From an optimization exercise on the open Yosys and OpenROAD flow, aimed at small area, a short achievable clock period and few clock cycles per item; shortcuts taken in it are not production practice.
Function was checked by simulation only, so behaviour that the tests miss may differ from the original.

==> module dtrp_sqrt, before the edit <==
module dtrp_sqrt (
    input  logic [35:0] i_s,
    input  logic        i_f,
    input  logic [31:0] i_r,
    input  logic [34:0] i_dxy,
    output logic [35:0] o_s,
    output logic        o_f,
    output logic [31:0] o_r,
    output logic        o_c1
);
    logic [39:0] ea, xy, k1, k2, d1, d2, s1, c1, s2, c2;
    logic [32:0] rp1;
    assign ea = {{2{i_s[35]}}, i_s, 2'b00};
    assign xy = {5'b0, i_dxy};
    assign k1 = i_f ? {4'b0000, i_r, 4'b1100} : (40'd0 - {4'b0000, i_r, 4'b0100});
    assign k2 = i_f ? 40'd0 : (40'd0 - {3'b000, i_r, 5'b10000});
    assign s1  = ea ^ xy ^ k1;
    assign c1  = {((ea[38:0] & xy[38:0]) | (ea[38:0] & k1[38:0]) | (xy[38:0] & k1[38:0])), 1'b0};
    assign s2  = ea ^ xy ^ k2;
    assign c2  = {((ea[38:0] & xy[38:0]) | (ea[38:0] & k2[38:0]) | (xy[38:0] & k2[38:0])), 1'b0};
    assign d1  = s1 + c1;
    assign d2  = s2 + c2;
    assign rp1 = {1'b0, i_r} + 33'd1;
    assign o_c1 = !d1[39];
    always_comb begin
        if (!d2[39]) begin
            o_s = d2[35:0];
            o_f = 1'b0;
            o_r = {rp1[30:0], 1'b0};
        end else if (!d1[39]) begin
            o_s = d1[35:0];
            o_f = 1'b0;
            o_r = {i_r[30:0], 1'b1};
        end else begin
            o_s = d1[35:0];
            o_f = 1'b1;
            o_r = {i_r[30:0], 1'b0};
        end
    end
endmodule
==> module dtrp_div, before the edit <==
module dtrp_div (
    input  logic [32:0] i_s,
    input  logic        i_f,
    input  logic [30:0] i_a,
    input  logic [31:0] i_r,
    input  logic        i_bit,
    output logic [32:0] o_s,
    output logic        o_f,
    output logic [1:0]  o_qd
);
    logic [35:0] sa, aa, k1, k2, d1, d2, s1, c1, s2, c2;
    assign sa = {{2{i_s[32]}}, i_s, 1'b0};
    assign aa = i_bit ? {5'b0, i_a} : 36'd0;
    assign k1 = i_f ? {4'b0000, i_r} : (36'd0 - {4'b0000, i_r});
    assign k2 = i_f ? 36'd0 : (36'd0 - {3'b000, i_r, 1'b0});
    assign s1 = sa ^ aa ^ k1;
    assign c1 = {((sa[34:0] & aa[34:0]) | (sa[34:0] & k1[34:0]) | (aa[34:0] & k1[34:0])), 1'b0};
    assign s2 = sa ^ aa ^ k2;
    assign c2 = {((sa[34:0] & aa[34:0]) | (sa[34:0] & k2[34:0]) | (aa[34:0] & k2[34:0])), 1'b0};
    assign d1 = s1 + c1;
    assign d2 = s2 + c2;
    always_comb begin
        if (!d2[35]) begin
            o_s  = d2[32:0];
            o_f  = 1'b0;
            o_qd = 2'd2;
        end else if (!d1[35]) begin
            o_s  = d1[32:0];
            o_f  = 1'b0;
            o_qd = 2'd1;
        end else begin
            o_s  = d1[32:0];
            o_f  = 1'b1;
            o_qd = 2'd0;
        end
    end
endmodule
export LEC_CHECK = 0
export CAP_MARGIN = 20
export CORE_MARGIN = 2
export CORE_UTILIZATION = 40
export SETUP_SLACK_MARGIN = 5
export SLEW_MARGIN = 20
create_clock -name core_clock -period 11.0 [get_ports {i_clk}]
run.sh (not shown) runs the stock make flow with config.mk's settings and CLKGATE_MAP_FILE= SYNTH_SCRIPT=/design/flow/synth_recipe.tcl, a recipe that flattens the netlist after the stock synthesis.
Testbench counts at the start, summed over its fixed seeds: cycles 67,409, items 6,400.
Rerun with:
--- a/flow/design.v
+++ b/flow/design.v
@@ -35,22 +35,18 @@
     output logic [35:0] o_s,
     output logic        o_f,
     output logic [31:0] o_r,
     output logic        o_c1
 );
-    logic [39:0] ea, xy, k1, k2, d1, d2, s1, c1, s2, c2;
+    logic [39:0] ea, xy, k1, k2, d1, d2;
     logic [32:0] rp1;
     assign ea = {{2{i_s[35]}}, i_s, 2'b00};
     assign xy = {5'b0, i_dxy};
     assign k1 = i_f ? {4'b0000, i_r, 4'b1100} : (40'd0 - {4'b0000, i_r, 4'b0100});
     assign k2 = i_f ? 40'd0 : (40'd0 - {3'b000, i_r, 5'b10000});
-    assign s1  = ea ^ xy ^ k1;
-    assign c1  = {((ea[38:0] & xy[38:0]) | (ea[38:0] & k1[38:0]) | (xy[38:0] & k1[38:0])), 1'b0};
-    assign s2  = ea ^ xy ^ k2;
-    assign c2  = {((ea[38:0] & xy[38:0]) | (ea[38:0] & k2[38:0]) | (xy[38:0] & k2[38:0])), 1'b0};
-    assign d1  = s1 + c1;
-    assign d2  = s2 + c2;
+    assign d1  = ea + xy + k1;
+    assign d2  = ea + xy + k2;
     assign rp1 = {1'b0, i_r} + 33'd1;
     assign o_c1 = !d1[39];
     always_comb begin
         if (!d2[39]) begin
             o_s = d2[35:0];
@@ -77,21 +73,17 @@
     input  logic        i_bit,
     output logic [32:0] o_s,
     output logic        o_f,
     output logic [1:0]  o_qd
 );
-    logic [35:0] sa, aa, k1, k2, d1, d2, s1, c1, s2, c2;
+    logic [35:0] sa, aa, k1, k2, d1, d2;
     assign sa = {{2{i_s[32]}}, i_s, 1'b0};
     assign aa = i_bit ? {5'b0, i_a} : 36'd0;
     assign k1 = i_f ? {4'b0000, i_r} : (36'd0 - {4'b0000, i_r});
     assign k2 = i_f ? 36'd0 : (36'd0 - {3'b000, i_r, 1'b0});
-    assign s1 = sa ^ aa ^ k1;
-    assign c1 = {((sa[34:0] & aa[34:0]) | (sa[34:0] & k1[34:0]) | (aa[34:0] & k1[34:0])), 1'b0};
-    assign s2 = sa ^ aa ^ k2;
-    assign c2 = {((sa[34:0] & aa[34:0]) | (sa[34:0] & k2[34:0]) | (aa[34:0] & k2[34:0])), 1'b0};
-    assign d1 = s1 + c1;
-    assign d2 = s2 + c2;
+    assign d1 = sa + aa + k1;
+    assign d2 = sa + aa + k2;
     always_comb begin
         if (!d2[35]) begin
             o_s  = d2[32:0];
             o_f  = 1'b0;
             o_qd = 2'd2;
The changed run completed with no timing, DRC or antenna violations.
Area after synthesis is lower by about 2%.
Maximum frequency is lower by about 1.1%.
First-iteration DRC count went up by 8.8%.
Final area goes down by 0.79%.
Routed wire length increases by 1.8%.
Worst hold slack improves by 0.0047 ns.
Die area goes down by about 2%.
Utilization climbs by 0.38 points.
Setup slack is worse by 0.067 ns.
Via count came out higher by about 2.4%.
Non-clock buffer count is unchanged.
Testbench counts after the change, summed over its fixed seeds: cycles 67,409, items 6,400.


RTL: one of the versions met above, not the one the previous note started from.
For scale: ~190 I/O pins.
==> module dtrp_sqrt, before the edit <==
module dtrp_sqrt (
    input  logic [35:0] i_s,
    input  logic        i_f,
    input  logic [31:0] i_r,
    input  logic [34:0] i_dxy,
    output logic [35:0] o_s,
    output logic        o_f,
    output logic [31:0] o_r,
    output logic        o_c1
);
    logic [39:0] ea, xy, k1, k2, d1, d2;
    logic [32:0] rp1;
    assign ea = {{2{i_s[35]}}, i_s, 2'b00};
    assign xy = {5'b0, i_dxy};
    assign k1 = i_f ? {4'b0000, i_r, 4'b1100} : (40'd0 - {4'b0000, i_r, 4'b0100});
    assign k2 = i_f ? 40'd0 : (40'd0 - {3'b000, i_r, 5'b10000});
    assign d1  = ea + xy + k1;
    assign d2  = ea + xy + k2;
    assign rp1 = {1'b0, i_r} + 33'd1;
    assign o_c1 = !d1[39];
    always_comb begin
        if (!d2[39]) begin
            o_s = d2[35:0];
            o_f = 1'b0;
            o_r = {rp1[30:0], 1'b0};
        end else if (!d1[39]) begin
            o_s = d1[35:0];
            o_f = 1'b0;
            o_r = {i_r[30:0], 1'b1};
        end else begin
            o_s = d1[35:0];
            o_f = 1'b1;
            o_r = {i_r[30:0], 1'b0};
        end
    end
endmodule
==> module dtrp_div, before the edit <==
module dtrp_div (
    input  logic [32:0] i_s,
    input  logic        i_f,
    input  logic [30:0] i_a,
    input  logic [31:0] i_r,
    input  logic        i_bit,
    output logic [32:0] o_s,
    output logic        o_f,
    output logic [1:0]  o_qd
);
    logic [35:0] sa, aa, k1, k2, d1, d2;
    assign sa = {{2{i_s[32]}}, i_s, 1'b0};
    assign aa = i_bit ? {5'b0, i_a} : 36'd0;
    assign k1 = i_f ? {4'b0000, i_r} : (36'd0 - {4'b0000, i_r});
    assign k2 = i_f ? 36'd0 : (36'd0 - {3'b000, i_r, 1'b0});
    assign d1 = sa + aa + k1;
    assign d2 = sa + aa + k2;
    always_comb begin
        if (!d2[35]) begin
            o_s  = d2[32:0];
            o_f  = 1'b0;
            o_qd = 2'd2;
        end else if (!d1[35]) begin
            o_s  = d1[32:0];
            o_f  = 1'b0;
            o_qd = 2'd1;
        end else begin
            o_s  = d1[32:0];
            o_f  = 1'b1;
            o_qd = 2'd0;
        end
    end
endmodule
clock: 11.0 ns
lec_check: 0
cap_margin: 20
core_margin: 2
core_utilization: 40
setup_slack_margin: 5
slew_margin: 20
standard.sh (not shown) runs the stock make flow with config.mk's settings and CLKGATE_MAP_FILE= SYNTH_SCRIPT=/design/flow/synth_recipe.tcl, a recipe that flattens the netlist after the stock synthesis.
==> flow/flow/run.sh <==
#!/bin/bash
set -euo pipefail
MARGIN=7
sed "s/SETUP_SLACK_MARGIN=[0-9.-]*/SETUP_SLACK_MARGIN=${MARGIN}/" standard.sh > standard_margin.sh
grep -q "SETUP_SLACK_MARGIN=${MARGIN} " standard_margin.sh
bash standard_margin.sh > standard.log 2>&1
Testbench counts at the start, summed over its fixed seeds: cycles 67,409, items 6,400.
Edit:
--- a/flow/design.v
+++ b/flow/design.v
@@ -36,16 +36,20 @@
     output logic        o_f,
     output logic [31:0] o_r,
     output logic        o_c1
 );
-    logic [39:0] ea, xy, k1, k2, d1, d2;
+    logic [39:0] ea, xy, k1, k2, d1, d2, s1, c1, s2, c2;
     logic [32:0] rp1;
     assign ea = {{2{i_s[35]}}, i_s, 2'b00};
     assign xy = {5'b0, i_dxy};
-    assign k1 = i_f ? {4'b0000, i_r, 4'b1100} : (40'd0 - {4'b0000, i_r, 4'b0100});
-    assign k2 = i_f ? 40'd0 : (40'd0 - {3'b000, i_r, 5'b10000});
-    assign d1  = ea + xy + k1;
-    assign d2  = ea + xy + k2;
+    assign k1 = i_f ? {4'b0000, i_r, 4'b1100} : ~{4'b0000, i_r, 4'b0100};
+    assign k2 = i_f ? 40'd0 : ~{3'b000, i_r, 5'b10000};
+    assign s1  = ea ^ xy ^ k1;
+    assign c1  = {((ea[38:0] & xy[38:0]) | (ea[38:0] & k1[38:0]) | (xy[38:0] & k1[38:0])), !i_f};
+    assign s2  = ea ^ xy ^ k2;
+    assign c2  = {((ea[38:0] & xy[38:0]) | (ea[38:0] & k2[38:0]) | (xy[38:0] & k2[38:0])), !i_f};
+    assign d1  = s1 + c1;
+    assign d2  = s2 + c2;
     assign rp1 = {1'b0, i_r} + 33'd1;
     assign o_c1 = !d1[39];
     always_comb begin
         if (!d2[39]) begin
@@ -74,15 +78,19 @@
     output logic [32:0] o_s,
     output logic        o_f,
     output logic [1:0]  o_qd
 );
-    logic [35:0] sa, aa, k1, k2, d1, d2;
+    logic [35:0] sa, aa, k1, k2, d1, d2, s1, c1, s2, c2;
     assign sa = {{2{i_s[32]}}, i_s, 1'b0};
     assign aa = i_bit ? {5'b0, i_a} : 36'd0;
-    assign k1 = i_f ? {4'b0000, i_r} : (36'd0 - {4'b0000, i_r});
-    assign k2 = i_f ? 36'd0 : (36'd0 - {3'b000, i_r, 1'b0});
-    assign d1 = sa + aa + k1;
-    assign d2 = sa + aa + k2;
+    assign k1 = i_f ? {4'b0000, i_r} : ~{4'b0000, i_r};
+    assign k2 = i_f ? 36'd0 : ~{3'b000, i_r, 1'b0};
+    assign s1 = sa ^ aa ^ k1;
+    assign c1 = {((sa[34:0] & aa[34:0]) | (sa[34:0] & k1[34:0]) | (aa[34:0] & k1[34:0])), !i_f};
+    assign s2 = sa ^ aa ^ k2;
+    assign c2 = {((sa[34:0] & aa[34:0]) | (sa[34:0] & k2[34:0]) | (aa[34:0] & k2[34:0])), !i_f};
+    assign d1 = s1 + c1;
+    assign d2 = s2 + c2;
     always_comb begin
         if (!d2[35]) begin
             o_s  = d2[32:0];
             o_f  = 1'b0;
Setup slack gets better by 430 ps.
Final area went up slightly.
Via count went down by a few percent.
Wire length went up slightly.
Non-clock buffer count went down by 8.
Area after synthesis went up slightly.
Flip-flop and latch count stays the same.
Final cell count went down slightly.
Worst hold slack hardly moves.
Count of clock-buffer cells in the layout went up by 11.
Die area went up slightly.
Testbench counts after the change, summed over its fixed seeds: cycles 67,409, items 6,400.

[separate check: timing with driven ports]
How much do the figures lean on ideal ports? The routed layouts below were timed once more, with nothing changed but the port constraints.
Step 1: set_driving_cell puts a clkbuf_16 on i_clk and a buf_2 on each other input, an assumption about the parent block.
Step 2 moves the port delays by t, midway between the first and last clock arrival at a register: inputs arrive t later, outputs are due t later. That takes back most of the time a late clock gives input paths.
Slacks: no drivers / after step 1 / after step 2; pairs: no drivers / after step 1.
run | t, ns | setup slack, ns | worst slew at a driven data input, ns | pins driven straight from the clock port
the first run of note 1 | 0.815 | 5.138 / 5.138 / 4.371 | 0.10 | 1
the second run of note 1 | 0.815 | 5.071 / 5.071 / 4.364 | 0.10 | 1
the first run of note 2 | 0.821 | 5.035 / 5.035 / 4.910 | 0.13 | 1
the second run of note 2 | 0.835 | 5.461 / 5.461 / 5.044 | 0.11 | 1
After both steps setup and hold are still met in every run listed. The setup slack of the first run of note 1, which loses most, moves by 0.000 ns with the drivers and by -0.767 ns with both steps.
